Source: an optimization exercise on an open RTL-to-GDS flow (aim: small area). Production flows keep margins and buffers that such runs may drop.
Only simulation tests tie the RTL to the original design; equivalence was not proved.
Power figures rest on the tool's default switching activity, not on a simulated workload.

==> design.v <==
package efi_cfg_pkg;
    localparam int unsigned NUM_REGS = 16;
    localparam int unsigned REG_W    = 16;
    localparam int unsigned ADDR_W   = 4;
    localparam int unsigned BUSY_W   = 6;
    localparam int unsigned REG_MODE      = 0;
    localparam int unsigned REG_TOOTH_CNT = 1;
    localparam int unsigned REG_TOOTH_W   = 2;
    localparam int unsigned REG_MISSING   = 3;
    localparam int unsigned REG_TRIG_OFS  = 4;
    localparam int unsigned REG_QPR       = 5;
    localparam int unsigned REG_PHASE_A   = 6;
    localparam int unsigned REG_PHASE_B   = 7;
    localparam int unsigned REG_PHASE_C   = 8;
    localparam int unsigned REG_PHASE_D   = 9;
    localparam int unsigned REG_TIMING    = 10;
    localparam int unsigned REG_DWELL     = 11;
    localparam int unsigned REG_INJ_A_PW  = 12;
    localparam int unsigned REG_INJ_B_PW  = 13;
    typedef enum logic [2:0] {
        ERR_NONE    = 3'd0,
        ERR_ZERO    = 3'd1,
        ERR_MISSING = 3'd2,
        ERR_GEOM    = 3'd3,
        ERR_TIMEOUT = 3'd4,
        ERR_ABORT   = 3'd5
    } err_code_e;
    typedef enum logic [1:0] {
        ST_IDLE      = 2'd0,
        ST_VALIDATE  = 2'd1,
        ST_WAIT_SAFE = 2'd2,
        ST_COMMIT    = 2'd3
    } state_e;
    function automatic logic [REG_W-1:0] reg_default(input int unsigned idx);
        logic [REG_W-1:0] val;
        case (idx)
            REG_MODE:      val = 16'h0017;
            REG_TOOTH_CNT: val = 16'd60;
            REG_TOOTH_W:   val = 16'd128;
            REG_MISSING:   val = 16'd2;
            REG_QPR:       val = 16'd7680;
            REG_PHASE_B:   val = 16'd2560;
            REG_PHASE_C:   val = 16'd5120;
            REG_TIMING:    val = 16'd427;
            REG_DWELL:     val = 16'd960;
            REG_INJ_A_PW:  val = 16'd2000;
            default:       val = 16'd0;
        endcase
        reg_default = val;
    endfunction
    function automatic logic [NUM_REGS*REG_W-1:0] default_bank();
        logic [NUM_REGS*REG_W-1:0] bank;
        for (int unsigned i = 0; i < NUM_REGS; i++) begin
            bank[i*REG_W +: REG_W] = reg_default(i);
        end
        default_bank = bank;
    endfunction
endpackage
module cfg_geom_check
(
    input  logic [15:0] tooth_cnt,
    input  logic [15:0] tooth_w,
    input  logic [15:0] missing,
    input  logic [15:0] qpr,
    output logic        ok,
    output logic [2:0]  code
);
    logic [15:0] w_suffix;    
    logic        prod_hi;
    always_comb begin
        w_suffix[15] = tooth_w[15];
        for (int k = 14; k >= 0; k--) w_suffix[k] = w_suffix[k+1] | tooth_w[k];
        prod_hi = 1'b0;
        for (int i = 1; i < 16; i++) prod_hi = prod_hi | (tooth_cnt[i] & w_suffix[16-i]);
    end
    wire pp1 = ~((tooth_cnt[0] & tooth_w[0]));
    wire pp2 = ~((tooth_cnt[0] & tooth_w[1]));
    wire pp3 = ~((tooth_cnt[1] & tooth_w[0]));
    wire pp4 = ~((tooth_cnt[0] & tooth_w[2]));
    wire pp5 = ~((tooth_cnt[1] & tooth_w[1]));
    wire pp6 = ~((tooth_cnt[2] & tooth_w[0]));
    wire pp7 = ~((tooth_cnt[0] & tooth_w[3]));
    wire pp8 = ~((tooth_cnt[1] & tooth_w[2]));
    wire pp9 = ~((tooth_cnt[2] & tooth_w[1]));
    wire pp10 = ~((tooth_cnt[3] & tooth_w[0]));
    wire pp11 = ~((tooth_cnt[0] & tooth_w[4]));
    wire pp12 = ~((tooth_cnt[1] & tooth_w[3]));
    wire pp13 = ~((tooth_cnt[2] & tooth_w[2]));
    wire pp14 = ~((tooth_cnt[3] & tooth_w[1]));
    wire pp15 = ~((tooth_cnt[4] & tooth_w[0]));
    wire pp16 = ~((tooth_cnt[0] & tooth_w[5]));
    wire pp17 = ~((tooth_cnt[1] & tooth_w[4]));
    wire pp18 = ~((tooth_cnt[2] & tooth_w[3]));
    wire pp19 = ~((tooth_cnt[3] & tooth_w[2]));
    wire pp20 = ~((tooth_cnt[4] & tooth_w[1]));
    wire pp21 = ~((tooth_cnt[5] & tooth_w[0]));
    wire pp22 = ~((tooth_cnt[0] & tooth_w[6]));
    wire pp23 = ~((tooth_cnt[1] & tooth_w[5]));
    wire pp24 = ~((tooth_cnt[2] & tooth_w[4]));
    wire pp25 = ~((tooth_cnt[3] & tooth_w[3]));
    wire pp26 = ~((tooth_cnt[4] & tooth_w[2]));
    wire pp27 = ~((tooth_cnt[5] & tooth_w[1]));
    wire pp28 = ~((tooth_cnt[6] & tooth_w[0]));
    wire pp29 = ~((tooth_cnt[0] & tooth_w[7]));
    wire pp30 = ~((tooth_cnt[1] & tooth_w[6]));
    wire pp31 = ~((tooth_cnt[2] & tooth_w[5]));
    wire pp32 = ~((tooth_cnt[3] & tooth_w[4]));
    wire pp33 = ~((tooth_cnt[4] & tooth_w[3]));
    wire pp34 = ~((tooth_cnt[5] & tooth_w[2]));
    wire pp35 = ~((tooth_cnt[6] & tooth_w[1]));
    wire pp36 = ~((tooth_cnt[7] & tooth_w[0]));
    wire pp37 = ~((tooth_cnt[0] & tooth_w[8]) | (tooth_cnt[8] & tooth_w[0]));
    wire pp38 = ~((tooth_cnt[1] & tooth_w[7]));
    wire pp39 = ~((tooth_cnt[2] & tooth_w[6]));
    wire pp40 = ~((tooth_cnt[3] & tooth_w[5]));
    wire pp41 = ~((tooth_cnt[4] & tooth_w[4]));
    wire pp42 = ~((tooth_cnt[5] & tooth_w[3]));
    wire pp43 = ~((tooth_cnt[6] & tooth_w[2]));
    wire pp44 = ~((tooth_cnt[7] & tooth_w[1]));
    wire pp45 = ~((tooth_cnt[0] & tooth_w[9]) | (tooth_cnt[7] & tooth_w[2]));
    wire pp46 = ~((tooth_cnt[1] & tooth_w[8]) | (tooth_cnt[8] & tooth_w[1]));
    wire pp47 = ~((tooth_cnt[2] & tooth_w[7]) | (tooth_cnt[9] & tooth_w[0]));
    wire pp48 = ~((tooth_cnt[3] & tooth_w[6]));
    wire pp49 = ~((tooth_cnt[4] & tooth_w[5]));
    wire pp50 = ~((tooth_cnt[5] & tooth_w[4]));
    wire pp51 = ~((tooth_cnt[6] & tooth_w[3]));
    wire pp52 = ~((tooth_cnt[0] & tooth_w[10]) | (tooth_cnt[6] & tooth_w[4]));
    wire pp53 = ~((tooth_cnt[1] & tooth_w[9]) | (tooth_cnt[7] & tooth_w[3]));
    wire pp54 = ~((tooth_cnt[2] & tooth_w[8]) | (tooth_cnt[8] & tooth_w[2]));
    wire pp55 = ~((tooth_cnt[3] & tooth_w[7]) | (tooth_cnt[9] & tooth_w[1]));
    wire pp56 = ~((tooth_cnt[4] & tooth_w[6]) | (tooth_cnt[10] & tooth_w[0]));
    wire pp57 = ~((tooth_cnt[5] & tooth_w[5]));
    wire pp58 = ~((tooth_cnt[0] & tooth_w[11]) | (tooth_cnt[5] & tooth_w[6]) | (tooth_cnt[10] & tooth_w[1]));
    wire pp59 = ~((tooth_cnt[1] & tooth_w[10]) | (tooth_cnt[6] & tooth_w[5]) | (tooth_cnt[11] & tooth_w[0]));
    wire pp60 = ~((tooth_cnt[2] & tooth_w[9]) | (tooth_cnt[7] & tooth_w[4]));
    wire pp61 = ~((tooth_cnt[3] & tooth_w[8]) | (tooth_cnt[8] & tooth_w[3]));
    wire pp62 = ~((tooth_cnt[4] & tooth_w[7]) | (tooth_cnt[9] & tooth_w[2]));
    wire pp63 = ~((tooth_cnt[0] & tooth_w[12]) | (tooth_cnt[4] & tooth_w[8]) | (tooth_cnt[8] & tooth_w[4]) | (tooth_cnt[12] & tooth_w[0]));
    wire pp64 = ~((tooth_cnt[1] & tooth_w[11]) | (tooth_cnt[5] & tooth_w[7]) | (tooth_cnt[9] & tooth_w[3]));
    wire pp65 = ~((tooth_cnt[2] & tooth_w[10]) | (tooth_cnt[6] & tooth_w[6]) | (tooth_cnt[10] & tooth_w[2]));
    wire pp66 = ~((tooth_cnt[3] & tooth_w[9]) | (tooth_cnt[7] & tooth_w[5]) | (tooth_cnt[11] & tooth_w[1]));
    wire pp67 = ~((tooth_cnt[0] & tooth_w[13]) | (tooth_cnt[3] & tooth_w[10]) | (tooth_cnt[6] & tooth_w[7]) | (tooth_cnt[9] & tooth_w[4]) | (tooth_cnt[12] & tooth_w[1]));
    wire pp68 = ~((tooth_cnt[1] & tooth_w[12]) | (tooth_cnt[4] & tooth_w[9]) | (tooth_cnt[7] & tooth_w[6]) | (tooth_cnt[10] & tooth_w[3]) | (tooth_cnt[13] & tooth_w[0]));
    wire pp69 = ~((tooth_cnt[2] & tooth_w[11]) | (tooth_cnt[5] & tooth_w[8]) | (tooth_cnt[8] & tooth_w[5]) | (tooth_cnt[11] & tooth_w[2]));
    wire pp70 = ~((tooth_cnt[0] & tooth_w[14]) | (tooth_cnt[2] & tooth_w[12]) | (tooth_cnt[4] & tooth_w[10]) | (tooth_cnt[6] & tooth_w[8]) | (tooth_cnt[8] & tooth_w[6]) | (tooth_cnt[10] & tooth_w[4]) | (tooth_cnt[12] & tooth_w[2]) | (tooth_cnt[14] & tooth_w[0]));
    wire pp71 = ~((tooth_cnt[1] & tooth_w[13]) | (tooth_cnt[3] & tooth_w[11]) | (tooth_cnt[5] & tooth_w[9]) | (tooth_cnt[7] & tooth_w[7]) | (tooth_cnt[9] & tooth_w[5]) | (tooth_cnt[11] & tooth_w[3]) | (tooth_cnt[13] & tooth_w[1]));
    wire pp72 = ~((tooth_cnt[0] & tooth_w[15]) | (tooth_cnt[1] & tooth_w[14]) | (tooth_cnt[2] & tooth_w[13]) | (tooth_cnt[3] & tooth_w[12]) | (tooth_cnt[4] & tooth_w[11]) | (tooth_cnt[5] & tooth_w[10]) | (tooth_cnt[6] & tooth_w[9]) | (tooth_cnt[7] & tooth_w[8]) | (tooth_cnt[8] & tooth_w[7]) | (tooth_cnt[9] & tooth_w[6]) | (tooth_cnt[10] & tooth_w[5]) | (tooth_cnt[11] & tooth_w[4]) | (tooth_cnt[12] & tooth_w[3]) | (tooth_cnt[13] & tooth_w[2]) | (tooth_cnt[14] & tooth_w[1]) | (tooth_cnt[15] & tooth_w[0]));
    wire s73, c74;
    assign {c74, s73} = 2'(qpr[1]) + 2'(pp2) + 2'(pp3);
    wire s75, c76;
    assign {c76, s75} = 2'(qpr[2]) + 2'(pp4) + 2'(pp5);
    wire s77, c78;
    assign {c78, s77} = 2'(pp6) + 2'(c74) + 2'(s75);
    wire s79, c80;
    assign {c80, s79} = 2'(qpr[3]) + 2'(pp7) + 2'(pp8);
    wire s81, c82;
    assign {c82, s81} = 2'(pp9) + 2'(pp10) + 2'(c76);
    wire s83, c84;
    assign {c84, s83} = 2'(s79) + 2'(c78) + 2'(s81);
    wire s85, c86;
    assign {c86, s85} = 2'(qpr[4]) + 2'(pp11) + 2'(pp12);
    wire s87, c88;
    assign {c88, s87} = 2'(pp13) + 2'(pp14) + 2'(pp15);
    wire s89, c90;
    assign {c90, s89} = 2'(c80) + 2'(s85) + 2'(s87);
    wire s91, c92;
    assign {c92, s91} = 2'(c82) + 2'(s89) + 2'(c84);
    wire s93, c94;
    assign {c94, s93} = 2'(qpr[5]) + 2'(pp16) + 2'(pp17);
    wire s95, c96;
    assign {c96, s95} = 2'(pp18) + 2'(pp19) + 2'(pp20);
    wire s97, c98;
    assign {c98, s97} = 2'(pp21) + 2'(c86) + 2'(c88);
    wire s99, c100;
    assign {c100, s99} = 2'(s93) + 2'(s95) + 2'(c90);
    wire s101, c102;
    assign {c102, s101} = 2'(s97) + 2'(s99) + 2'(c92);
    wire s103, c104;
    assign {c104, s103} = 2'(qpr[6]) + 2'(pp22) + 2'(pp23);
    wire s105, c106;
    assign {c106, s105} = 2'(pp24) + 2'(pp25) + 2'(pp26);
    wire s107, c108;
    assign {c108, s107} = 2'(pp27) + 2'(pp28) + 2'(c94);
    wire s109, c110;
    assign {c110, s109} = 2'(c96) + 2'(s103) + 2'(s105);
    wire s111, c112;
    assign {c112, s111} = 2'(c98) + 2'(s107) + 2'(s109);
    wire s113, c114;
    assign {c114, s113} = 2'(c100) + 2'(s111) + 2'(c102);
    wire s115, c116;
    assign {c116, s115} = 2'(qpr[7]) + 2'(pp29) + 2'(pp30);
    wire s117, c118;
    assign {c118, s117} = 2'(pp31) + 2'(pp32) + 2'(pp33);
    wire s119, c120;
    assign {c120, s119} = 2'(pp34) + 2'(pp35) + 2'(pp36);
    wire s121, c122;
    assign {c122, s121} = 2'(c104) + 2'(c106) + 2'(s115);
    wire s123, c124;
    assign {c124, s123} = 2'(s117) + 2'(s119) + 2'(c108);
    wire s125, c126;
    assign {c126, s125} = 2'(c110) + 2'(s121) + 2'(c112);
    wire s127, c128;
    assign {c128, s127} = 2'(s123) + 2'(s125) + 2'(c114);
    wire s129, c130;
    assign {c130, s129} = 2'(qpr[8]) + 2'(pp37) + 2'(pp38);
    wire s131, c132;
    assign {c132, s131} = 2'(pp39) + 2'(pp40) + 2'(pp41);
    wire s133, c134;
    assign {c134, s133} = 2'(pp42) + 2'(pp43) + 2'(pp44);
    wire s135, c136;
    assign {c136, s135} = 2'(c116) + 2'(c118) + 2'(c120);
    wire s137, c138;
    assign {c138, s137} = 2'(s129) + 2'(s131) + 2'(s133);
    wire s139, c140;
    assign {c140, s139} = 2'(c122) + 2'(s135) + 2'(s137);
    wire s141, c142;
    assign {c142, s141} = 2'(c124) + 2'(s139) + 2'(c126);
    wire s143, c144;
    assign {c144, s143} = 2'(qpr[9]) + 2'(pp45) + 2'(pp46);
    wire s145, c146;
    assign {c146, s145} = 2'(pp47) + 2'(pp48) + 2'(pp49);
    wire s147, c148;
    assign {c148, s147} = 2'(pp50) + 2'(pp51) + 2'(c130);
    wire s149, c150;
    assign {c150, s149} = 2'(c132) + 2'(c134) + 2'(s143);
    wire s151, c152;
    assign {c152, s151} = 2'(s145) + 2'(c136) + 2'(c138);
    wire s153, c154;
    assign {c154, s153} = 2'(s147) + 2'(s149) + 2'(c140);
    wire s155, c156;
    assign {c156, s155} = 2'(s151) + 2'(s153) + 2'(c142);
    wire s157, c158;
    assign {c158, s157} = 2'(qpr[10]) + 2'(pp52) + 2'(pp53);
    wire s159, c160;
    assign {c160, s159} = 2'(pp54) + 2'(pp55) + 2'(pp56);
    wire s161, c162;
    assign {c162, s161} = 2'(pp57) + 2'(c144) + 2'(c146);
    wire s163, c164;
    assign {c164, s163} = 2'(s157) + 2'(s159) + 2'(c148);
    wire s165, c166;
    assign {c166, s165} = 2'(c150) + 2'(s161) + 2'(c152);
    wire s167, c168;
    assign {c168, s167} = 2'(s163) + 2'(c154) + 2'(s165);
    wire s169, c170;
    assign {c170, s169} = 2'(qpr[11]) + 2'(pp58) + 2'(pp59);
    wire s171, c172;
    assign {c172, s171} = 2'(pp60) + 2'(pp61) + 2'(pp62);
    wire s173, c174;
    assign {c174, s173} = 2'(c158) + 2'(c160) + 2'(s169);
    wire s175, c176;
    assign {c176, s175} = 2'(s171) + 2'(c162) + 2'(s173);
    wire s177, c178;
    assign {c178, s177} = 2'(c164) + 2'(s175) + 2'(c166);
    wire s179, c180;
    assign {c180, s179} = 2'(qpr[12]) + 2'(pp63) + 2'(pp64);
    wire s181, c182;
    assign {c182, s181} = 2'(pp65) + 2'(pp66) + 2'(c170);
    wire s183, c184;
    assign {c184, s183} = 2'(c172) + 2'(s179) + 2'(c174);
    wire s185, c186;
    assign {c186, s185} = 2'(s181) + 2'(c176) + 2'(s183);
    wire s187, c188;
    assign {c188, s187} = 2'(qpr[13]) + 2'(pp67) + 2'(pp68);
    wire s189, c190;
    assign {c190, s189} = 2'(pp69) + 2'(c180) + 2'(s187);
    wire s191, c192;
    assign {c192, s191} = 2'(c182) + 2'(s189) + 2'(c184);
    wire s193, c194;
    assign {c194, s193} = 2'(qpr[14]) + 2'(pp70) + 2'(pp71);
    wire s195, c196;
    assign {c196, s195} = 2'(c188) + 2'(s193) + 2'(c190);
    wire s197, c198;
    assign {c198, s197} = 2'(qpr[15]) + 2'(pp72) + 2'(c194);
    wire prod_eq = (qpr[0] ^ pp1) &
                   ~s73 &
                   ~s77 &
                   ~s83 &
                   ~s91 &
                   ~s101 &
                   ~s113 &
                   ~s127 &
                   (s141 ^ c128) &
                   ~s155 &
                   (s167 ^ c156) &
                   (c168 ^ s177) &
                   (s185 ^ c178) &
                   (c186 ^ s191) &
                   (s195 ^ c192) &
                   (s197 ^ c196) &
                   ((c198) == 1'b1);
    logic miss_ge;
    always_comb begin
        miss_ge = 1'b1;
        for (int i = 0; i < 16; i++)
            miss_ge = (missing[i] & ~tooth_cnt[i]) | (missing[i] & miss_ge) | (~tooth_cnt[i] & miss_ge);
    end
    always_comb begin
        code = efi_cfg_pkg::ERR_NONE;
        if (tooth_cnt == 16'd0 || qpr == 16'd0) begin
            code = efi_cfg_pkg::ERR_ZERO;
        end else if (miss_ge) begin
            code = efi_cfg_pkg::ERR_MISSING;
        end else if (prod_hi || !prod_eq) begin
            code = efi_cfg_pkg::ERR_GEOM;
        end
        ok = (code == efi_cfg_pkg::ERR_NONE);
    end
endmodule
module cfg_commit_ctrl
#(
    parameter int unsigned NREGS       = efi_cfg_pkg::NUM_REGS,
    parameter int unsigned TIMEOUT_CYC = 1000000
) (
    input  logic                   clk,
    input  logic                   rst_n,
    input  logic                   wr_en,
    input  logic [3:0]             wr_addr,
    input  logic [15:0]            wr_data,
    input  logic                   commit_req,
    input  logic                   abort,
    input  logic                   synced,
    input  logic                   trigger,
    input  logic [5:0]             outputs_busy,
    output logic [NREGS*16-1:0]    active_regs,
    output logic                   shadow_dirty,
    output logic                   commit_pending,
    output logic                   commit_done,
    output logic                   commit_err,
    output logic [2:0]             err_code
);
    localparam int unsigned REG_W  = efi_cfg_pkg::REG_W;
    localparam int unsigned BANK_W = NREGS * REG_W;
    localparam logic [BANK_W-1:0] DEF_BANK = BANK_W'(efi_cfg_pkg::default_bank());
    localparam logic [19:0] TMO_LAST = 20'h82ca6;
    logic [1:0]        state;
    logic [1:0]        state_nxt;
    logic [BANK_W-1:0] shadow;
    logic [19:0]       tmo;
    logic              geom_ok;
    logic [2:0]        geom_code;
    logic              safe;
    logic              tmo_hit;
    logic              st_idle, st_val, st_wait, st_commit;
    cfg_geom_check u_geom (
        .tooth_cnt (shadow[efi_cfg_pkg::REG_TOOTH_CNT*REG_W +: REG_W]),
        .tooth_w   (shadow[efi_cfg_pkg::REG_TOOTH_W*REG_W +: REG_W]),
        .missing   (shadow[efi_cfg_pkg::REG_MISSING*REG_W +: REG_W]),
        .qpr       (shadow[efi_cfg_pkg::REG_QPR*REG_W +: REG_W]),
        .ok        (geom_ok),
        .code      (geom_code)
    );
    assign st_idle   = (state == 2'd0);
    assign st_val    = (state == 2'd1);
    assign st_wait   = (state == 2'd2);
    assign st_commit = (state == 2'd3);
    assign safe    = !synced || (trigger && (outputs_busy == 6'd0));
    assign tmo_hit = (tmo == TMO_LAST);
    always_comb begin
        state_nxt = 2'd0;
        if (st_idle) begin
            if (commit_req && !abort) state_nxt = 2'd1;
        end else if (st_val) begin
            if (!abort && geom_ok) state_nxt = 2'd2;
        end else if (st_wait) begin
            if (abort)         state_nxt = 2'd0;
            else if (safe)     state_nxt = 2'd3;
            else if (!tmo_hit) state_nxt = 2'd2;
        end
    end
    always_ff @(posedge clk) begin
        if (!rst_n) state <= 2'd0;
        else        state <= state_nxt;
    end
    assign commit_pending = !st_idle;
    always_ff @(posedge clk) begin
        tmo[0] <= st_wait & (tmo[19] ^ tmo[16]);
        for (int i = 1; i < 20; i++) tmo[i] <= st_wait & ~tmo[i-1];
    end
    always_ff @(posedge clk) begin
        if (!rst_n) begin
            err_code <= efi_cfg_pkg::ERR_NONE;
        end else if (st_idle) begin
            if (commit_req && !abort) err_code <= efi_cfg_pkg::ERR_NONE;
        end else if (st_val) begin
            if (abort)         err_code <= efi_cfg_pkg::ERR_ABORT;
            else if (!geom_ok) err_code <= geom_code;
        end else if (st_wait) begin
            if (abort)                err_code <= efi_cfg_pkg::ERR_ABORT;
            else if (!safe && tmo_hit) err_code <= efi_cfg_pkg::ERR_TIMEOUT;
        end
    end
    assign commit_err = (err_code != 3'd0);
    always_ff @(posedge clk) begin
        if (!rst_n) begin
            shadow_dirty <= 1'b0;
            commit_done  <= 1'b0;
        end else begin
            shadow_dirty <= wr_en | (shadow_dirty & !st_commit);
            commit_done  <= st_commit;
        end
    end
    logic [NREGS-1:0] s_load0, s_load1, s_keep, s_keep1;
    logic [15:0]      wd1;
    logic             a_load0, a_keep;
    logic [BANK_W-1:0] shadow_d, active_d;
    always_comb begin
        for (int r = 0; r < NREGS; r++) begin
            s_load0[r] = wr_en && (wr_addr == 4'(r)) && rst_n;
            s_load1[r] = (wr_en && (wr_addr == 4'(r))) || !rst_n;
            s_keep[r]  = !(wr_en && (wr_addr == 4'(r))) && rst_n;
            s_keep1[r] = !(wr_en && (wr_addr == 4'(r)));
        end
        wd1     = wr_data | {16{!rst_n}};
        a_load0 = st_commit && rst_n;
        a_keep  = !st_commit && rst_n;
        for (int r = 0; r < NREGS; r++) begin
            for (int b = 0; b < REG_W; b++) begin
                if (DEF_BANK[r*REG_W+b]) begin
                    shadow_d[r*REG_W+b] = (s_load1[r] & wd1[b]) | (s_keep1[r] & shadow[r*REG_W+b]);
                    active_d[r*REG_W+b] = (a_load0 & shadow[r*REG_W+b]) | (a_keep & active_regs[r*REG_W+b]) | !rst_n;
                end else begin
                    shadow_d[r*REG_W+b] = (s_load0[r] & wr_data[b]) | (s_keep[r] & shadow[r*REG_W+b]);
                    active_d[r*REG_W+b] = (a_load0 & shadow[r*REG_W+b]) | (a_keep & active_regs[r*REG_W+b]);
                end
            end
        end
    end
    always_ff @(posedge clk) begin
        shadow      <= shadow_d;
        active_regs <= active_d;
    end
endmodule
==> flow/run.sh <==
#!/bin/bash
# The standard layout with these changes:
#  - each port is buffered by the smallest buffer cell (buf_1);
#  - clock tree synthesis uses clkbuf_2 and clkbuf_4 and adds no dummy loads (its other
#    arguments are the standard ones, with config.mk's cluster size and diameter);
#  - after the standard synthesis (registers and adders untouched):
#      flow/fa_polarity.py picks the polarity of each full adder and of the
#      AND/NAND gates feeding them so that fewer inverters are needed;
#      flow/remap.ys re-maps the other combinational cells with an area-oriented
#      ABC script (a 20-second &deepsyn, then area-oriented mapping), three
#      times with different seeds, keeping the smallest result;
#      flow/fa_polarity.py runs once more on the result.
#    Each step keeps the logic function and the registers.
set -euo pipefail
export BUFFER_PORTS_ARGS="-buffer_cell sky130_fd_sc_hd__buf_1"
export CTS_ARGS="-sink_clustering_enable -repair_clock_nets -sink_clustering_size 10 -sink_clustering_max_diameter 40 -dont_use_dummy_load -buf_list {sky130_fd_sc_hd__clkbuf_2 sky130_fd_sc_hd__clkbuf_4}"
R=orfs/results/${FLOW_PLATFORM}/cfg_commit_ctrl/base
LIB=${FLOW_HOME}/platforms/${FLOW_PLATFORM}/lib/sky130_fd_sc_hd__tt_025C_1v80.lib
YOSYS=${FLOW_HOME}/../tools/install/yosys/bin/yosys
[[ -x "$YOSYS" ]] || YOSYS=yosys
bash standard.sh synth > flow_synth.log 2>&1
cp "$R/1_2_yosys.v" synth_standard.v
python3 flow/fa_polarity.py synth_standard.v remap_in.v > fa_polarity.log 2>&1
best=""
best_area=""
for seed in 1 2 3; do
  sed -e "s|-T 20|-T 20 -S $seed|" flow/remap.abc > "remap_$seed.abc"
  sed -e "s|{LIB}|$LIB|g" -e "s|{TOP}|$FLOW_TOP|g" -e "s|flow/remap.abc|remap_$seed.abc|" \
      -e "s|remap_out.v|remap_out_$seed.v|" -e "s|remap_stat.txt|remap_stat_$seed.txt|" \
      flow/remap.ys > "remap_run_$seed.ys"
  "$YOSYS" -s "remap_run_$seed.ys" > "remap_$seed.log" 2>&1
  area=$(sed -nE "s/.*Chip area for module .*: ([0-9.]+).*/\1/p" "remap_stat_$seed.txt")
  echo "seed $seed: area $area" >> remap_choice.log
  if [[ -z "$best" ]] || awk -v a="$area" -v b="$best_area" 'BEGIN { exit !(a < b) }'; then
    best=$seed
    best_area=$area
  fi
done
echo "kept seed $best" >> remap_choice.log
python3 flow/fa_polarity.py "remap_out_$best.v" "$R/1_2_yosys.v" >> fa_polarity.log 2>&1
rm -f "$R/1_synth.odb" "$R/1_synth.sdc"
bash standard.sh > flow_standard.log 2>&1
==> flow/fa_polarity.py <==
#!/usr/bin/env python3
"""Full-adder polarity pass on a mapped sky130hd netlist.

A full adder is self-dual: FA(~a, ~b, ~c) = (~sum, ~carry). Synthesis leaves
inverters between full adders and AND gates feeding them in whatever polarity
its mapping chose. This pass picks, for every full adder, whether it computes
on true or on inverted signals, and for every AND2/NAND2 whose loads are all
full-adder inputs, which of the two it is, so that as few inverters as
possible remain. The logic function of the netlist is unchanged.

usage: fa_polarity.py IN.v OUT.v
"""
import re, sys, random, collections

P = "sky130_fd_sc_hd__"
AREA = {"inv_1": 3.7536, "and2_0": 6.256, "and2_1": 6.256, "nand2_1": 3.7536}
OUTP = {"X", "Y", "Q", "Q_N", "SUM", "COUT", "HI", "LO", "GCLK"}

src = open(sys.argv[1]).read()
cell_re = re.compile(r"^(\s*)(" + P + r"\w+)\s+(\S+)\s*\((.*?)\);\n", re.S | re.M)
pin_re = re.compile(r"\.(\w+)\(([^()]*)\)")

cells = []          # dicts: type, name, pins (ordered list of [pin, net])
spans = []
for m in cell_re.finditer(src):
    pins = [[p, n.strip()] for p, n in pin_re.findall(m.group(4))]
    cells.append({"type": m.group(2)[len(P):], "name": m.group(3), "pins": pins})
    spans.append((m.start(), m.end()))

ports = set()
for m in re.finditer(r"^\s*(input|output|inout)\s+(\[[^\]]*\]\s*)?([^;]+);", src, re.M):
    for n in m.group(3).split(","):
        ports.add(n.strip())

def base(net):
    return re.sub(r"\[\d+\]$", "", net)

driver = {}
loads = collections.defaultdict(list)
for i, c in enumerate(cells):
    for k, (p, n) in enumerate(c["pins"]):
        if p in OUTP:
            driver[n] = (i, p)
        else:
            loads[n].append((i, k))

def is_inv(i):
    return cells[i]["type"] in ("inv_1", "clkinv_1")

fas = [i for i, c in enumerate(cells) if c["type"] == "fa_1"]
fa_set = set(fas)

# Resolve the logical source of a net: follow inverter chains (only through
# inv_1 cells whose output is not a port).
def resolve(net):
    inv = 0
    seen = 0
    while net in driver and is_inv(driver[net][0]) and base(net) not in ports and seen < 8:
        i = driver[net][0]
        net = dict(cells[i]["pins"])["A"]
        inv ^= 1
        seen += 1
    return net, inv

# Loads we rewire: every FA input pin, plus every other load of a managed net.
fa_in = []          # (cell, pinidx, root, inv)
for f in fas:
    for k, (p, n) in enumerate(cells[f]["pins"]):
        if p in ("A", "B", "CIN"):
            r, v = resolve(n)
            fa_in.append((f, k, r, v))

roots = set(r for _, _, r, _ in fa_in)
# Which roots are FA outputs
fa_out = {}
for f in fas:
    for p, n in cells[f]["pins"]:
        if p in ("SUM", "COUT"):
            fa_out[n] = f
            roots.add(n)

# Managed inverters: inverters whose (resolved) input is a root and whose output is not a port.
def inv_chain_members(net):
    """All inverter cells downstream of net through inverter chains."""
    out = []
    stack = [net]
    while stack:
        x = stack.pop()
        for (i, k) in loads.get(x, []):
            if is_inv(i):
                y = dict(cells[i]["pins"])["Y"]
                if base(y) in ports:
                    return None
                out.append(i)
                stack.append(y)
    return out

managed_inv = set()
other_loads = []    # (cell, pinidx, root, inv) non-FA loads that we rewire
bad_roots = set()
for r in list(roots):
    if base(r) in ports and r not in driver:
        continue
    chain = inv_chain_members(r)
    if chain is None:
        bad_roots.add(r)
        continue
    managed_inv.update(chain)
roots -= bad_roots
# drop FA inputs whose root could not be managed: keep them as they are
fa_in = [t for t in fa_in if t[2] in roots or (base(t[2]) in ports and t[2] not in driver)]
fa_in_keys = set((f, k) for f, k, _, _ in fa_in)

# Non-FA loads of managed nets (roots and managed inverter outputs)
for r in roots:
    for (i, k) in loads.get(r, []):
        if i in managed_inv or (i, k) in fa_in_keys:
            continue
        other_loads.append((i, k, r, 0))
for iv in managed_inv:
    y = dict(cells[iv]["pins"])["Y"]
    r, v = resolve(y)
    for (i, k) in loads.get(y, []):
        if i in managed_inv or (i, k) in fa_in_keys:
            continue
        other_loads.append((i, k, r, v))

# FA inputs whose root is unmanaged-but-driven (bad root) are left alone.
# Swappable gates: and2_1 / nand2_1 driving a root whose every load is handled here.
swap = {}
for r in roots:
    if r in driver and cells[driver[r][0]]["type"] in ("and2_0", "and2_1", "nand2_1"):
        if base(r) in ports:
            continue
        swap[r] = driver[r][0]

flip = {f: 0 for f in fas}
sw = {r: 0 for r in swap}

def phys(r):
    if r in fa_out:
        return flip[fa_out[r]]
    if r in sw:
        return sw[r]
    return 0

def cost():
    need = set()
    for f, k, r, v in fa_in:
        if v ^ flip[f] != phys(r):
            need.add(r)
    for i, k, r, v in other_loads:
        if v != phys(r):
            need.add(r)
    a = len(need) * AREA["inv_1"]
    for r, i in swap.items():
        t = cells[i]["type"]
        if sw[r]:
            t = "and2_1" if t == "nand2_1" else "nand2_1"
        a += AREA[t]
    return a

before = cost()
adj = collections.defaultdict(list)
for f, k, r, v in fa_in:
    if r in fa_out:
        g = fa_out[r]
        adj[f].append((g, v))
        adj[g].append((f, v))
comps = []
color = {}
for s0 in fas:
    if s0 in color:
        continue
    color[s0] = 0
    comp = [s0]
    q = [s0]
    while q:
        x = q.pop()
        for y, v in adj[x]:
            if y not in color:
                color[y] = color[x] ^ v
                comp.append(y)
                q.append(y)
    comps.append(comp)
for f in fas:
    flip[f] = color[f]
for r in swap:
    sw[r] = 0
def best_swaps():
    for r in swap:
        c0 = cost(); sw[r] ^= 1
        if cost() >= c0:
            sw[r] ^= 1
best_swaps()
for comp in comps:
    c0 = cost()
    for f in comp:
        flip[f] ^= 1
    best_swaps()
    if cost() >= c0:
        for f in comp:
            flip[f] ^= 1
        best_swaps()
if cost() > before:
    for f in fas:
        flip[f] = 0
    for r in swap:
        sw[r] = 0
best = cost()
vars_ = [("f", f) for f in fas] + [("s", r) for r in swap]
random.seed(1)
improved = True
while improved:
    improved = False
    random.shuffle(vars_)
    for kind, x in vars_:
        d = flip if kind == "f" else sw
        d[x] ^= 1
        c = cost()
        if c < best - 1e-9:
            best = c
            improved = True
        else:
            d[x] ^= 1
improved = True
while improved:
    improved = False
    for f in fas:
        nb = set()
        for p, n in cells[f]["pins"]:
            if p in ("SUM", "COUT"):
                for (i, k) in loads.get(n, []):
                    if i in fa_set:
                        nb.add(i)
        for g in nb:
            flip[f] ^= 1
            flip[g] ^= 1
            c = cost()
            if c < best - 1e-9:
                best = c
                improved = True
            else:
                flip[f] ^= 1
                flip[g] ^= 1

# Rebuild connections.
new_cells = []
inv_of = {}
wires = []
cnt = [0]

def fmt(n):
    return n + " " if n.startswith("\\") else n

def signal(r, want):
    """Net carrying (logical r) ^ want."""
    if want == phys(r):
        return r
    if r not in inv_of:
        cnt[0] += 1
        y = f"fapol_n{cnt[0]}"
        wires.append(y)
        new_cells.append(f"  {P}inv_1 fapol_i{cnt[0]} (\n    .A({fmt(r)}),\n    .Y({y})\n  );\n")
        inv_of[r] = y
    return inv_of[r]

for f, k, r, v in fa_in:
    cells[f]["pins"][k][1] = signal(r, v ^ flip[f])
for i, k, r, v in other_loads:
    cells[i]["pins"][k][1] = signal(r, v)
for r, i in swap.items():
    if sw[r]:
        c = cells[i]
        if c["type"] in ("and2_0", "and2_1"):
            c["type"] = "nand2_1"
            c["pins"] = [[("Y" if p == "X" else p), n] for p, n in c["pins"]]
        else:
            c["type"] = "and2_1"
            c["pins"] = [[("X" if p == "Y" else p), n] for p, n in c["pins"]]
# remove managed inverters (all their loads were rewired)
removed = set(managed_inv)

out = []
pos = 0
for idx, (s, e) in enumerate(spans):
    out.append(src[pos:s])
    pos = e
    if idx in removed:
        continue
    c = cells[idx]
    m = cell_re.match(src, s)
    body = ",\n".join(f"    .{p}({fmt(n)})" for p, n in c["pins"])
    out.append(f"{m.group(1)}{P}{c['type']} {c['name']} (\n{body}\n  );\n")
out.append(src[pos:])
text = "".join(out)
# declare new wires and add new cells before endmodule
decl = "".join(f"  wire {w};\n" for w in wires)
k = text.rindex("endmodule")
text = text[:k] + "".join(new_cells) + text[k:]
m = re.search(r"^\s*(wire|input|output)\b", text, re.M)
text = text[:m.start()] + "\n" + decl + text[m.start():]
open(sys.argv[2], "w").write(text)
sys.stderr.write(f"fa_polarity: {len(fas)} full adders, {len(managed_inv)} inverters removed, "
                 f"{len(new_cells)} added, {sum(sw.values())} AND/NAND swapped, "
                 f"{sum(flip.values())} adders flipped; area {before:.1f} -> {best:.1f}\n")
==> flow/remap.abc <==
strash
&get -n
&st
&deepsyn -T 20
&dch
&nf -a
&put
topo
==> flow/remap.ys <==
# Re-map the combinational cells of the standard synthesis for area. Registers
# and full/half adders stay as they are (same instances, same names).
read_liberty -ignore_miss_func {LIB}
read_verilog remap_in.v
hierarchy -top {TOP}
blackbox sky130_fd_sc_hd__dfxtp_1 sky130_fd_sc_hd__edfxtp_1 sky130_fd_sc_hd__fa_1 sky130_fd_sc_hd__ha_1 sky130_fd_sc_hd__conb_1
flatten
opt_clean
abc -liberty {LIB} -dont_use *lpflow* -dont_use *probe* -script flow/remap.abc
opt_clean
rename -hide w:*.*
opt_clean
tee -o remap_stat.txt stat -liberty {LIB}
write_verilog -noattr -nohex -nodec remap_out.v
==> standard.sh <==
#!/bin/bash
# synth_recipe.tcl (not shown) runs the flow's synth.tcl, then flattens the netlist and writes it again
# the make line also repeats each setting of config.mk as NAME=value (left out here)
make -C /OpenROAD-flow-scripts/flow DESIGN_CONFIG=/design/flow/config.mk WORK_HOME=/design/flow/orfs CLKGATE_MAP_FILE= SYNTH_SCRIPT=/design/flow/synth_recipe.tcl "${@:-finish}"
==> config.mk <==
export PLATFORM = sky130hd
export DESIGN_NAME = cfg_commit_ctrl
export DESIGN_NICKNAME = cfg_commit_ctrl
export VERILOG_FILES = /design/flow/design.v
export SDC_FILE = /design/flow/constraint.sdc
export NUM_CORES = 4
export LEC_CHECK = 0
export CAP_MARGIN = 20
export CORE_MARGIN = 2
export CORE_UTILIZATION = 70
export CTS_BUF_LIST = sky130_fd_sc_hd__clkbuf_2 sky130_fd_sc_hd__clkbuf_4
export CTS_CLUSTER_DIAMETER = 40
export CTS_CLUSTER_SIZE = 10
export SLEW_MARGIN = 20
==> constraint.sdc <==
create_clock -name core_clock -period 10.0 [get_ports {clk}]
set_input_delay 2.0000 -clock core_clock [delete_from_list [all_inputs] [get_ports {clk}]]
set_output_delay 2.0000 -clock core_clock [all_outputs]
set_load 0.01 [all_outputs]
==> implementation parameters, run 1 <==
Parameter                              Value

Pwr
  Switching share of total power    23.5%
  Switch Pwr    766 uW
  Leakage Power    0.00747 uW
  Internal portion of total power    2490 uW
  Sequential share of power    66.8%
  Tot Pwr    3260 uW
  PD cells    159 nW/um^2
  Clock network fraction of total power    28.0%
  Worst IR drop on VDD    0.000137 V
  Share of total power in combinational logic    5.1%

Synthesis
  Instance count of the mapped netlist    1,450
  Yosys Warn Count    2
  Mapped Nets    1,546
  Cell area after synthesis    18,200 sq um
  Synthesized area divided by synthesized cell count    12.5 sq um

Floorplanning
  Total number of placement rows    58
  Core area    25,300 sq um
  Number of top-level design ports    296
  Die boundary height    165 um
  Width of the die    165 um
  Initial standard-cell utilization of the core    71.8%
  Die Footprint    27,300 sq um

Clock tree
  Number of gates given a new drive strength after cts    0
  TritonCTS clock tree    yes
  Buffer count from post-CTS setup fixing    0
  Inserted Clock Buffers    61
  Clock Latency Late Sink    0.77 ns
  Clock root buffer    sky130_fd_sc_hd__clkbuf_4
  H-tree lvl count    2
  Count of hold buffers inserted by post-cts repair    0
  Total clock sinks    539
  Maximum clock path buffer count    3
  Clk slew on worst S/H paths    0.10 ns

Setup path
  CP Max Fanout    18
  Signal arrival time at the worst endpoint    7.70 ns
  Category of the most critical setup path    flip-flop to flip-flop
  Worst path required time    10.71 ns
  CP Launch Type    flip-flop
  Type of destination of the critical path    flip-flop

Route
  Final ANT Viol Nets    0
  Iteration-0 DRC count of the detailed router    1,752
  Final routed wire length divided by cell count    24.1 um
  DRC    0
  Total number of vias    14,700
  Number of optimization iterations in the first detailed-route pass    8
  Vias per cell    6.76
  Routed wire length    52,300 um

Global routing
  Via count of the first global-routing pass    13,900
  Antenna violations before repair    4
  Largest net degree at the start of global routing    123
  Total global-route track usage    37.0%
  Wire length of the first global-routing pass    78,000 um
  Overall overflow remaining after global route    0

STA
  Transition time at the pin with the least slew margin    1.18 ns
  RSZ-0062 raised after global routing    false
  Worst Setup Slack, final    3.01 ns
  Setup_tns    0 ns
  Fmax    143 MHz
  Final max-slew violation count    0
  Endpoints failing hold    0
  Slew headroom    21.6%
  Worst-case clock skew    0.0843 ns
  Setup-failing EPs final    0
  Tcrit/Tclk final    69.9%
  Period minus WS final    6.99 ns

Placement
  Cell count after placement    2,104
  Setup slack at placement    3.11 ns
  Final RePlAce weighted congestion    0.940
  Total half-perimeter wirelength after legalization and detailed placement    33,700 um
  Placed inst area    20,000 sq um
  Count of buffers from port buffering    295

Outcome
  Status    complete, no violations

Cells and area
  Fin area    20,500 sq um
  Fraction of layout instances using a drive strength above 1    5.71%
  Area grow syn2layout    12.8%
  Filler cells    1,597
  Final instance count without filler cells    2,172
  Nets    1,937

Run
  Number of maximum-capacitance constraint violations    0

Min path
  Class of the tightest hold or removal check    flip-flop to flip-flop
final timing paths:
check                           cells past startpoint  slack (ns)     endpoint       start
worst max-delay path                               18        3.01  err_code[1]  shadow[33]
worst max register to register                     18        3.01  err_code[1]  shadow[33]
worst min-delay path                                1        0.36      tmo[13]     tmo[12]
worst min register to register                      1        0.36      tmo[13]     tmo[12]
worst max-delay path: stages, from the launching register on:
cell	delay [ns]
sky130_fd_sc_hd__dfxtp_1	0.80
sky130_fd_sc_hd__nand2_1	0.17
sky130_fd_sc_hd__fa_1	0.46
sky130_fd_sc_hd__fa_1	0.52
sky130_fd_sc_hd__fa_1	0.48
sky130_fd_sc_hd__fa_1	0.46
sky130_fd_sc_hd__fa_1	0.43
sky130_fd_sc_hd__fa_1	0.45
sky130_fd_sc_hd__fa_1	0.41
sky130_fd_sc_hd__xnor2_1	0.15
sky130_fd_sc_hd__a221o_1	0.26
sky130_fd_sc_hd__a2111oi_0	0.29
sky130_fd_sc_hd__nand4_1	0.13
sky130_fd_sc_hd__a2111oi_0	0.63
sky130_fd_sc_hd__o211ai_1	0.18
sky130_fd_sc_hd__nor3_1	0.49
sky130_fd_sc_hd__o221ai_1	0.31
sky130_fd_sc_hd__a21boi_0	0.24
sky130_fd_sc_hd__o21a_1	0.14
power groups by stage:
stage / combinational [uW] / sequential (uW) / clock (uW)
finish: 167 / 2180 / 914
CTS: 159 / 2180 / 915
floorplan: 84.4 / 2220 / 0
detailed placement: 159 / 2230 / 0
global route: 176 / 2180 / 1010
global placement: 154 / 2230 / 0
flip-flops by register name, indices dropped and copies added, names as in the netlist:
name / cells
state: 2
err_code: 3
active_regs: 256
shadow: 256
commit_done: 1
shadow_dirty: 1
tmo: 20
metrics by stage:
stage | hold slack [ns] | util [%]
5_1_grt | 0.361 | 80.9
6_report | 0.359 | 81.0
3_3_place_gp | 0.395 | 78.7
4_1_cts | 0.363 | 80.7
3_5_place_dp | 0.406 | 78.9
2_1_floorplan | 0.384 | -
layout make-up:
type	instances	area [sq um]	area share (%)
sequential	539	10800	52.6
multi-input combinational	892	7360	35.9
timing repair buffer	328	1400	6.83
clock buffer	61	458	2.23
tap	330	413	2.01
inverter	19	76.3	0.372
antenna	3	7.51	0.0366
metal layers:
metal	track usage [%]	share of wire (%)	vias to the layer above
met5	0	0.031	-
met4	14.7	3.5	2
met3	11.4	12	145
met2	56.6	45	892
met1	49.5	40	7201
li1	-	-	6448
cells in the final DEF, fill, tap and decap left out, types with 4 or more instances in the layout:
cell type and count:
sky130_fd_sc_hd__clkbuf_4 61, sky130_fd_sc_hd__a22oi_1 18, sky130_fd_sc_hd__o22ai_1 9, sky130_fd_sc_hd__nor4_1 6
sky130_fd_sc_hd__nor3_1 10, sky130_fd_sc_hd__a22o_1 427, sky130_fd_sc_hd__dfxtp_1 539, sky130_fd_sc_hd__nand2b_1 6
sky130_fd_sc_hd__nor2_2 4, sky130_fd_sc_hd__o21ai_0 21, sky130_fd_sc_hd__a21oi_1 17, sky130_fd_sc_hd__nand4_1 6
sky130_fd_sc_hd__o22a_1 59, sky130_fd_sc_hd__buf_4 29, sky130_fd_sc_hd__and3_1 4, sky130_fd_sc_hd__nand3_1 4
sky130_fd_sc_hd__a222oi_1 19, sky130_fd_sc_hd__a21boi_0 5, sky130_fd_sc_hd__clkinv_1 18, sky130_fd_sc_hd__nand2_1 100
sky130_fd_sc_hd__nor2b_1 5, sky130_fd_sc_hd__buf_1 293, sky130_fd_sc_hd__nor2_1 68, sky130_fd_sc_hd__fa_1 63
==> inputs of run 2 (changes only) <==
--- a/flow/run.sh
+++ b/flow/run.sh
@@ -2,5 +2,5 @@
 # The standard layout with these changes:
 #  - each port is buffered by the smallest buffer cell (buf_1);
-#  - clock tree synthesis uses clkbuf_2 and clkbuf_4 and adds no dummy loads (its other
+#  - clock tree synthesis uses clkbuf_4 and adds no dummy loads (its other
 #    arguments are the standard ones, with config.mk's cluster size and diameter);
 #  - after the standard synthesis (registers and adders untouched):
@@ -14,5 +14,5 @@
 set -euo pipefail
 export BUFFER_PORTS_ARGS="-buffer_cell sky130_fd_sc_hd__buf_1"
-export CTS_ARGS="-sink_clustering_enable -repair_clock_nets -sink_clustering_size 10 -sink_clustering_max_diameter 40 -dont_use_dummy_load -buf_list {sky130_fd_sc_hd__clkbuf_2 sky130_fd_sc_hd__clkbuf_4}"
+export CTS_ARGS="-sink_clustering_enable -repair_clock_nets -sink_clustering_size 10 -sink_clustering_max_diameter 40 -dont_use_dummy_load -buf_list sky130_fd_sc_hd__clkbuf_4"
 R=orfs/results/${FLOW_PLATFORM}/cfg_commit_ctrl/base
 LIB=${FLOW_HOME}/platforms/${FLOW_PLATFORM}/lib/sky130_fd_sc_hd__tt_025C_1v80.lib
--- a/config.mk
+++ b/config.mk
@@ -9,5 +9,5 @@
 export CORE_MARGIN = 2
 export CORE_UTILIZATION = 70
-export CTS_BUF_LIST = sky130_fd_sc_hd__clkbuf_2 sky130_fd_sc_hd__clkbuf_4
+export CTS_BUF_LIST = sky130_fd_sc_hd__clkbuf_4
 export CTS_CLUSTER_DIAMETER = 40
 export CTS_CLUSTER_SIZE = 10
==> implementation parameters, run 2 <==
Parameter                              Value

Outcome
  Status    complete, no violations

Global routing
  Wire length of the first global-routing pass    76,600 um
  Overall overflow remaining after global route    0
  Via count of the first global-routing pass    13,500
  Total global-route track usage    36.3%
  Antenna violations before repair    1
  Largest net degree at the start of global routing    224

Clock tree
  H-tree lvl count    2
  Clock Latency Late Sink    0.77 ns
  Clk slew on worst S/H paths    0.11 ns
  Clock root buffer    sky130_fd_sc_hd__clkbuf_4
  Buffer count from post-CTS setup fixing    0
  Count of hold buffers inserted by post-cts repair    0
  TritonCTS clock tree    yes
  Maximum clock path buffer count    3
  Inserted Clock Buffers    61
  Number of gates given a new drive strength after cts    0
  Total clock sinks    539

Placement
  Setup slack at placement    3.81 ns
  Final RePlAce weighted congestion    0.920
  Total half-perimeter wirelength after legalization and detailed placement    32,200 um
  Count of buffers from port buffering    295

Setup path
  Signal arrival time at the worst endpoint    6.89 ns
  Most used cell, CP    sky130_fd_sc_hd__fa_1
  Delay of the slowest critical-path stage    0.84 ns
  CP Launch Type    flip-flop
  Slowest stage cell, crit path    sky130_fd_sc_hd__dfxtp_1
  Worst path required time    10.66 ns
  Type of destination of the critical path    flip-flop
  Category of the most critical setup path    flip-flop to flip-flop
  Cell chain of the critical path    nand2_1 > fa_1 > fa_1 > fa_1 > fa_1 > fa_1 > fa_1 > fa_1 > a221oi_1 > o2111ai_1 > a2111oi_0 > nand4_1 > a21oi_1 > nand3b_1 > a31oi_1 > a22o_1
  CP Max Fanout    18
  Launching point of the worst reg2reg path    shadow[33]
  Critical Path Source    shadow[33]

Route
  Final routed wire length divided by cell count    23.7 um
  Final ANT Viol Nets    0
  Iteration-0 DRC count of the detailed router    1,999
  Vias per cell    6.75
  Routed wire length    51,600 um
  Number of optimization iterations in the first detailed-route pass    10
  Total number of vias    14,700
  DRC    0

Floorplanning
  Core area    25,800 sq um
  Initial standard-cell utilization of the core    70.7%
  Width of the die    165 um
  Number of top-level design ports    296
  Die Footprint    27,300 sq um
  Total number of placement rows    59
  Die boundary height    165 um

Synthesis
  Instance count of the mapped netlist    1,459
  Yosys Warn Count    2
  Synthesized area divided by synthesized cell count    12.5 sq um
  Cell area after synthesis    18,200 sq um
  Mapped Nets    1,555

STA
  Slew headroom    22.4%
  Endpoints failing hold    0
  Worst-case clock skew    0.128 ns
  Transition time at the pin with the least slew margin    1.16 ns
  Worst Setup Slack, final    3.77 ns
  Setup_tns    0 ns
  Final max-slew violation count    0
  RSZ-0062 raised after global routing    false
  Setup-failing EPs final    0
  Period minus WS final    6.23 ns
  Tcrit/Tclk final    62.3%
  Fmax    161 MHz

Pwr
  Worst IR drop on VDD    0.000152 V
  Leakage Power    0.00745 uW
  PD cells    159 nW/um^2

Cells and area
  Footprint of the flip-flops and latches    10,800 sq um
  Nets    1,942
  Leading cell type in the layout, fill and taps excluded    sky130_fd_sc_hd__dfxtp_1
  Regs by FF count    active_regs: 256 flops, shadow: 256 flops, tmo: 20 flops
  Fraction of layout instances using a drive strength above 1    5.64%
  Leading cell types in the layout, fill and taps excluded    sky130_fd_sc_hd__dfxtp_1 (539), sky130_fd_sc_hd__a22o_1 (421), sky130_fd_sc_hd__buf_1 (292), sky130_fd_sc_hd__nand2_1 (110), sky130_fd_sc_hd__o22a_1 (64)
  Filler cells    1,631
  Area taken by multi-input logic gates    7370 sq um
  Area grow syn2layout    12.5%

Min path
  Class of the tightest hold or removal check    flip-flop to flip-flop
  Hold Startpoint    tmo[7]

Run
  Number of maximum-capacitance constraint violations    0
## run 2: cell types whose count changed in the layout (fill, tap and decap cells not counted), moves of 5 or more
| cell | delta |
|---|---|
| sky130_fd_sc_hd__a21oi_1 | -7 |
| sky130_fd_sc_hd__a22o_1 | -6 |
| sky130_fd_sc_hd__nor2_1 | -12 |
| sky130_fd_sc_hd__o21ai_0 | +13 |
| sky130_fd_sc_hd__clkinv_1 | +6 |
| sky130_fd_sc_hd__o22a_1 | +5 |
| sky130_fd_sc_hd__nand2_1 | +10 |
## run 2: area by class of cell
type | count | area share [%]
multi-input combinational | 895 | 36.0
sequential | 539 | 52.7
clock buffer | 61 | 2.24
tap | 335 | 2.05
timing repair buffer | 324 | 6.55
antenna | 1 | 0.0122
inverter | 25 | 0.483
## run 2: per-layer routing
| metal | wire length [um] | vias up | share of wire (%) | track usage (%) |
|---|---|---|---|---|
| met1 | 20800 | 7149 | 40 | 50.8 |
| met5 | 0 | - | 0 | 0 |
| met3 | 6390 | 160 | 12 | 10.2 |
| met4 | 1860 | 0 | 3.6 | 14.2 |
| met2 | 22600 | 941 | 44 | 53.5 |
| li1 | - | 6461 | - | - |
## run 2: power by group
part	switching (uW)	internal (uW)
clock	636	279
sequential	15.4	2160
combinational	115	48.3
## run 2: worst max-delay path, delay by kind of cell, from the launching register on
family / cells / cell delay [ns]
fa+ha+maj: 7 / 3.21
simple gates: 3 / 0.53
flops: 1 / 0.84
compound gates: 6 / 1.66
## run 2: metrics by stage
stage	instance area, sq um	utilization, %	hold WS [ns]	total power, uW	std cells
after global routing	20500	79.5	0.388	3350	2180
after global placement	20000	77.6	0.398	2380	2118
final	20500	79.5	0.386	3250	2180
after CTS	20500	79.4	0.382	3250	2179
after floorplan	18200	-	0.384	2300	1459
after detailed placement	20000	77.6	0.395	2380	2118
## run 2: final timing paths
kind	to	slack, ns	depth (start not counted)
worst max-delay path	err_code[1]	3.77	16
worst min-delay path	tmo[8]	0.39	1
worst max register to register	err_code[1]	3.77	16
worst min register to register	tmo[8]	0.39	1

-- port drivers added, routing unchanged --
No port has a modelled driver above. Below, the same layouts with a new extraction and two added sets of constraints.
Step 1 sets driving cells, clkbuf_16 on the clock port and buf_2 on the other inputs (assumed; they add their load-dependent delay and slew).
Step 2 times the ports against the registers' clock, not the clock port: input delays grow and output delays shrink by t, the midpoint of the rising clock arrivals with the driver on.
Slacks: no drivers / after step 1 / after step 2; pairs: no drivers / after step 1.
run | t, ns | slack for setup (ns) | clock arrival spread, ns | worst register clock-pin slew, ns
run 1 | 0.773 | 3.014 / 3.014 / 3.014 | 0.084 / 0.084 | 0.11 / 0.11
run 2 | 0.747 | 3.772 / 3.772 / 3.772 | 0.155 / 0.156 | 0.11 / 0.11
After both steps every run listed still meets setup and hold.
